This is an optimization exercise on Yosys and OpenROAD, whose aim is small area, a short achievable clock period and few clock cycles per item, not a production implementation.
Only simulation tests tie the RTL to the original design; equivalence was not proved.
No activity file was given, so power comes from the tool's default toggle rates.

Design fra_top, start of the top module:
module fra_top (
  input  logic        clk_i,
  input  logic        rst_ni,
  input  logic        in_valid_i,
  output logic        in_stall_o,
  input  logic [1:0]  in_op_i,
  input  logic [15:0] in_num_a_i,
  input  logic [15:0] in_den_a_i,
  input  logic [15:0] in_num_b_i,
  input  logic [15:0] in_den_b_i,
  output logic        out_valid_o,
  input  logic        out_stall_i,
  output logic [32:0] out_num_o,
  output logic [31:0] out_den_o,
  output logic        out_status_o
);
==> flow/config.mk <==
export PLATFORM = sky130hd
export DESIGN_NAME = fra_top
export DESIGN_NICKNAME = fra_top
export VERILOG_FILES = /design/flow/design.v
export SDC_FILE = /design/flow/constraint.sdc
export NUM_CORES = 4
export LEC_CHECK = 0
export CAP_MARGIN = 20
export CORE_MARGIN = 2
export CORE_UTILIZATION = 40
export SLEW_MARGIN = 20
==> flow/constraint.sdc <==
create_clock -name core_clock -period 10.0 [get_ports {clk_i}]
set_input_delay 2.0000 -clock core_clock [delete_from_list [all_inputs] [get_ports {clk_i}]]
set_output_delay 2.0000 -clock core_clock [all_outputs]
set_load 0.01 [all_outputs]
standard.sh (not shown) runs the stock make flow with config.mk's settings and CLKGATE_MAP_FILE= SYNTH_SCRIPT=/design/flow/synth_recipe.tcl, a recipe that flattens the netlist after the stock synthesis.
==> flow/flow/run.sh <==
#!/bin/bash
# The standard layout (standard.sh: same synthesis, floorplan, power grid,
# clock and constraints), with these layout choices passed to ORFS's make:
#  - timing repair aims at a setup margin of 5.5 ns,
#  - the repairs may swap a cell for one of another footprint,
#  - ports are buffered with sky130_fd_sc_hd__buf_1 (every port still gets
#    its buffer; the resizer may upsize it),
#  - global placement packs cells to a density of 0.75,
#  - the clock tree is built from sky130_fd_sc_hd__clkbuf_4 / _8, 20 sinks a cluster.
# ORFS's full output goes to standard.log.
set -euo pipefail
bash standard.sh SETUP_SLACK_MARGIN=5.5 MATCH_CELL_FOOTPRINT=0 PLACE_DENSITY=0.75 "CTS_BUF_LIST=sky130_fd_sc_hd__clkbuf_4 sky130_fd_sc_hd__clkbuf_8" CTS_CLUSTER_SIZE=20 \
  "BUFFER_PORTS_ARGS=-buffer_cell sky130_fd_sc_hd__buf_1" finish > standard.log 2>&1
The first run ran to the end with no violations.
Testbench counts at the start, summed over its fixed seeds: cycles 81,800, items 3,200.
==> next run, changes <==
--- a/flow/flow/run.sh
+++ b/flow/flow/run.sh
@@ -7,7 +7,7 @@
 #    its buffer; the resizer may upsize it),
 #  - global placement packs cells to a density of 0.75,
-#  - the clock tree is built from sky130_fd_sc_hd__clkbuf_4 / _8, 20 sinks a cluster.
+#  - the clock tree is built from sky130_fd_sc_hd__clkbuf_8.
 # ORFS's full output goes to standard.log.
 set -euo pipefail
-bash standard.sh SETUP_SLACK_MARGIN=5.5 MATCH_CELL_FOOTPRINT=0 PLACE_DENSITY=0.75 "CTS_BUF_LIST=sky130_fd_sc_hd__clkbuf_4 sky130_fd_sc_hd__clkbuf_8" CTS_CLUSTER_SIZE=20 \
+bash standard.sh SETUP_SLACK_MARGIN=5.5 MATCH_CELL_FOOTPRINT=0 PLACE_DENSITY=0.75 "CTS_BUF_LIST=sky130_fd_sc_hd__clkbuf_8" \
   "BUFFER_PORTS_ARGS=-buffer_cell sky130_fd_sc_hd__buf_1" finish > standard.log 2>&1
Outcome: The changed run finished clean; global-route usage is about the same; first-iteration DRC count rose by a few percent; clock-buffer cell count went down by 13; design area barely changes; power came out lower by a few percent; sequential power hardly moves; critical path depth shrinks by 1; routed wire length is about the same.
==> next run, changes <==
==> flow/flow/run.sh (replaced) <==
#!/bin/bash
# The standard layout (standard.sh: same synthesis, floorplan, power grid,
# clock and constraints), with three layout choices passed to ORFS's make:
#  - timing repair aims at a setup margin of 5.5 ns,
#  - the repairs may swap a cell for one of another footprint,
#  - ports are buffered with sky130_fd_sc_hd__buf_1 (every port still gets
#    its buffer; the resizer may upsize it),
#  - global placement packs cells to a density of 0.75.
# ORFS's full output goes to standard.log.
set -euo pipefail
bash standard.sh SETUP_SLACK_MARGIN=5.5 MATCH_CELL_FOOTPRINT=0 PLACE_DENSITY=0.75 \
  "BUFFER_PORTS_ARGS=-buffer_cell sky130_fd_sc_hd__buf_1" finish > standard.log 2>&1
Result: The new run completed without violations. Routed wire length barely changes. Register-to-register slack is worse by 0.07 ns. Total power increases by a few percent. Clock-buffer cell count decreases by 19. Clock skew stays flat. Synthesized cell count is unchanged. First-iteration DRC count decreases slightly. Setup slack is worse by 0.065 ns. Critical path depth decreases by 2.
==> next run, changes <==
==> flow/flow/run.sh (replaced) <==
#!/bin/bash
# The standard layout (standard.sh: same synthesis, floorplan, power grid,
# clock and constraints), with these layout choices passed to ORFS's make:
#  - timing repair aims at a setup margin of 5.85 ns,
#  - the repairs may swap a cell for one of another footprint,
#  - ports are buffered with sky130_fd_sc_hd__buf_1 (every port still gets
#    its buffer; the resizer may upsize it),
#  - global placement packs cells to a density of 0.75,
#  - the clock tree is built from sky130_fd_sc_hd__clkbuf_4 / _8, 20 sinks a cluster.
# ORFS's full output goes to standard.log.
set -euo pipefail
bash standard.sh SETUP_SLACK_MARGIN=5.85 MATCH_CELL_FOOTPRINT=0 PLACE_DENSITY=0.75 "CTS_BUF_LIST=sky130_fd_sc_hd__clkbuf_4 sky130_fd_sc_hd__clkbuf_8" CTS_CLUSTER_SIZE=20 \
  "BUFFER_PORTS_ARGS=-buffer_cell sky130_fd_sc_hd__buf_1" finish > standard.log 2>&1
Effect:
- The changed run finished clean
- routed wire length increases by about 7.5%
- area after synthesis is unchanged
- utilization went up by 3.2 points
- worst hold slack hardly moves
- worst setup slack improves by 0.17 ns
- design area went up by 7.1%
- die area does not change

* * *

fra_top again, from the RTL that the note above started with.
Settings: LEC_CHECK=0, CAP_MARGIN=20, CORE_MARGIN=2, CORE_UTILIZATION=40, SLEW_MARGIN=20; clock period 10.0 ns.
==> flow/flow/run.sh <==
#!/bin/bash
# The standard layout (standard.sh: same synthesis, floorplan, power grid,
# clock and constraints), with these layout choices passed to ORFS's make:
#  - timing repair aims at a setup margin of 5.75 ns,
#  - the repairs may swap a cell for one of another footprint,
#  - ports are buffered with sky130_fd_sc_hd__buf_1 (every port still gets
#    its buffer; the resizer may upsize it),
#  - global placement packs cells to a density of 0.75,
#  - the clock tree is built from sky130_fd_sc_hd__clkbuf_8.
# ORFS's full output goes to standard.log.
set -euo pipefail
bash standard.sh SETUP_SLACK_MARGIN=5.75 MATCH_CELL_FOOTPRINT=0 PLACE_DENSITY=0.75 "CTS_BUF_LIST=sky130_fd_sc_hd__clkbuf_8" \
  "BUFFER_PORTS_ARGS=-buffer_cell sky130_fd_sc_hd__buf_1" finish > standard.log 2>&1
Testbench counts at the start, summed over its fixed seeds: cycles 81,800, items 3,200.
Then changed:
--- a/flow/flow/run.sh
+++ b/flow/flow/run.sh
@@ -4 +4 @@
-#  - timing repair aims at a setup margin of 5.75 ns,
+#  - timing repair aims at a setup margin of 5.65 ns,
@@ -9 +9 @@
-#  - the clock tree is built from sky130_fd_sc_hd__clkbuf_8.
+#  - the clock tree is built from sky130_fd_sc_hd__clkbuf_4 / _8, 20 sinks a cluster.
@@ -12 +12 @@
-bash standard.sh SETUP_SLACK_MARGIN=5.75 MATCH_CELL_FOOTPRINT=0 PLACE_DENSITY=0.75 "CTS_BUF_LIST=sky130_fd_sc_hd__clkbuf_8" \
+bash standard.sh SETUP_SLACK_MARGIN=5.65 MATCH_CELL_FOOTPRINT=0 PLACE_DENSITY=0.75 "CTS_BUF_LIST=sky130_fd_sc_hd__clkbuf_4 sky130_fd_sc_hd__clkbuf_8" CTS_CLUSTER_SIZE=20 \
Result:
- non-clock buffer count decreases by 4
- clock-buffer cell count increases by 14
- synthesized cell count is unchanged
- setup slack degrades by 0.0092 ns
- final area decreases by 1.1%
- clock power increases by 4.6%
- final cell count barely changes
- synthesized area is unchanged
- routed wire length increases by 1.4%
- die area does not change

## afterwards: timing with drivers on the ports
Ports are ideal in the flow. The routed layouts listed here were re-timed in OpenROAD. Step 1 assumes that a clkbuf_16 drives the clock port and a buf_2 every other input. Step 2 also shifts input and output timing later by t, the mid clock arrival at the registers, as if the neighbouring blocks saw the same clock. Three values: ideal, step 1, step 2; two values: the first two.
run	t (ns)	slack for setup (ns)	latest minus earliest clock arrival (ns)	slew at the worst register clock pin (ns)	cell pins on the clock port's net
the first run of note 1	0.686	5.524 / 5.509 / 5.100	0.035 / 0.034	0.07 / 0.07	1
the second run of note 1	0.690	5.536 / 5.511 / 5.101	0.031 / 0.031	0.07 / 0.07	1
the third run of note 1	0.627	5.471 / 5.471 / 5.016	0.031 / 0.030	0.07 / 0.07	1
the fourth run of note 1	0.679	5.636 / 5.592 / 5.096	0.035 / 0.035	0.07 / 0.07	1
the first run of note 2	0.678	5.642 / 5.600 / 5.219	0.034 / 0.034	0.07 / 0.07	1
the second run of note 2	0.693	5.633 / 5.586 / 5.079	0.042 / 0.042	0.08 / 0.08	1
After both steps setup and hold are still met in every run listed. The setup slack of the second run of note 2, which loses most, moves by -0.047 ns with the drivers and by -0.554 ns with both steps.
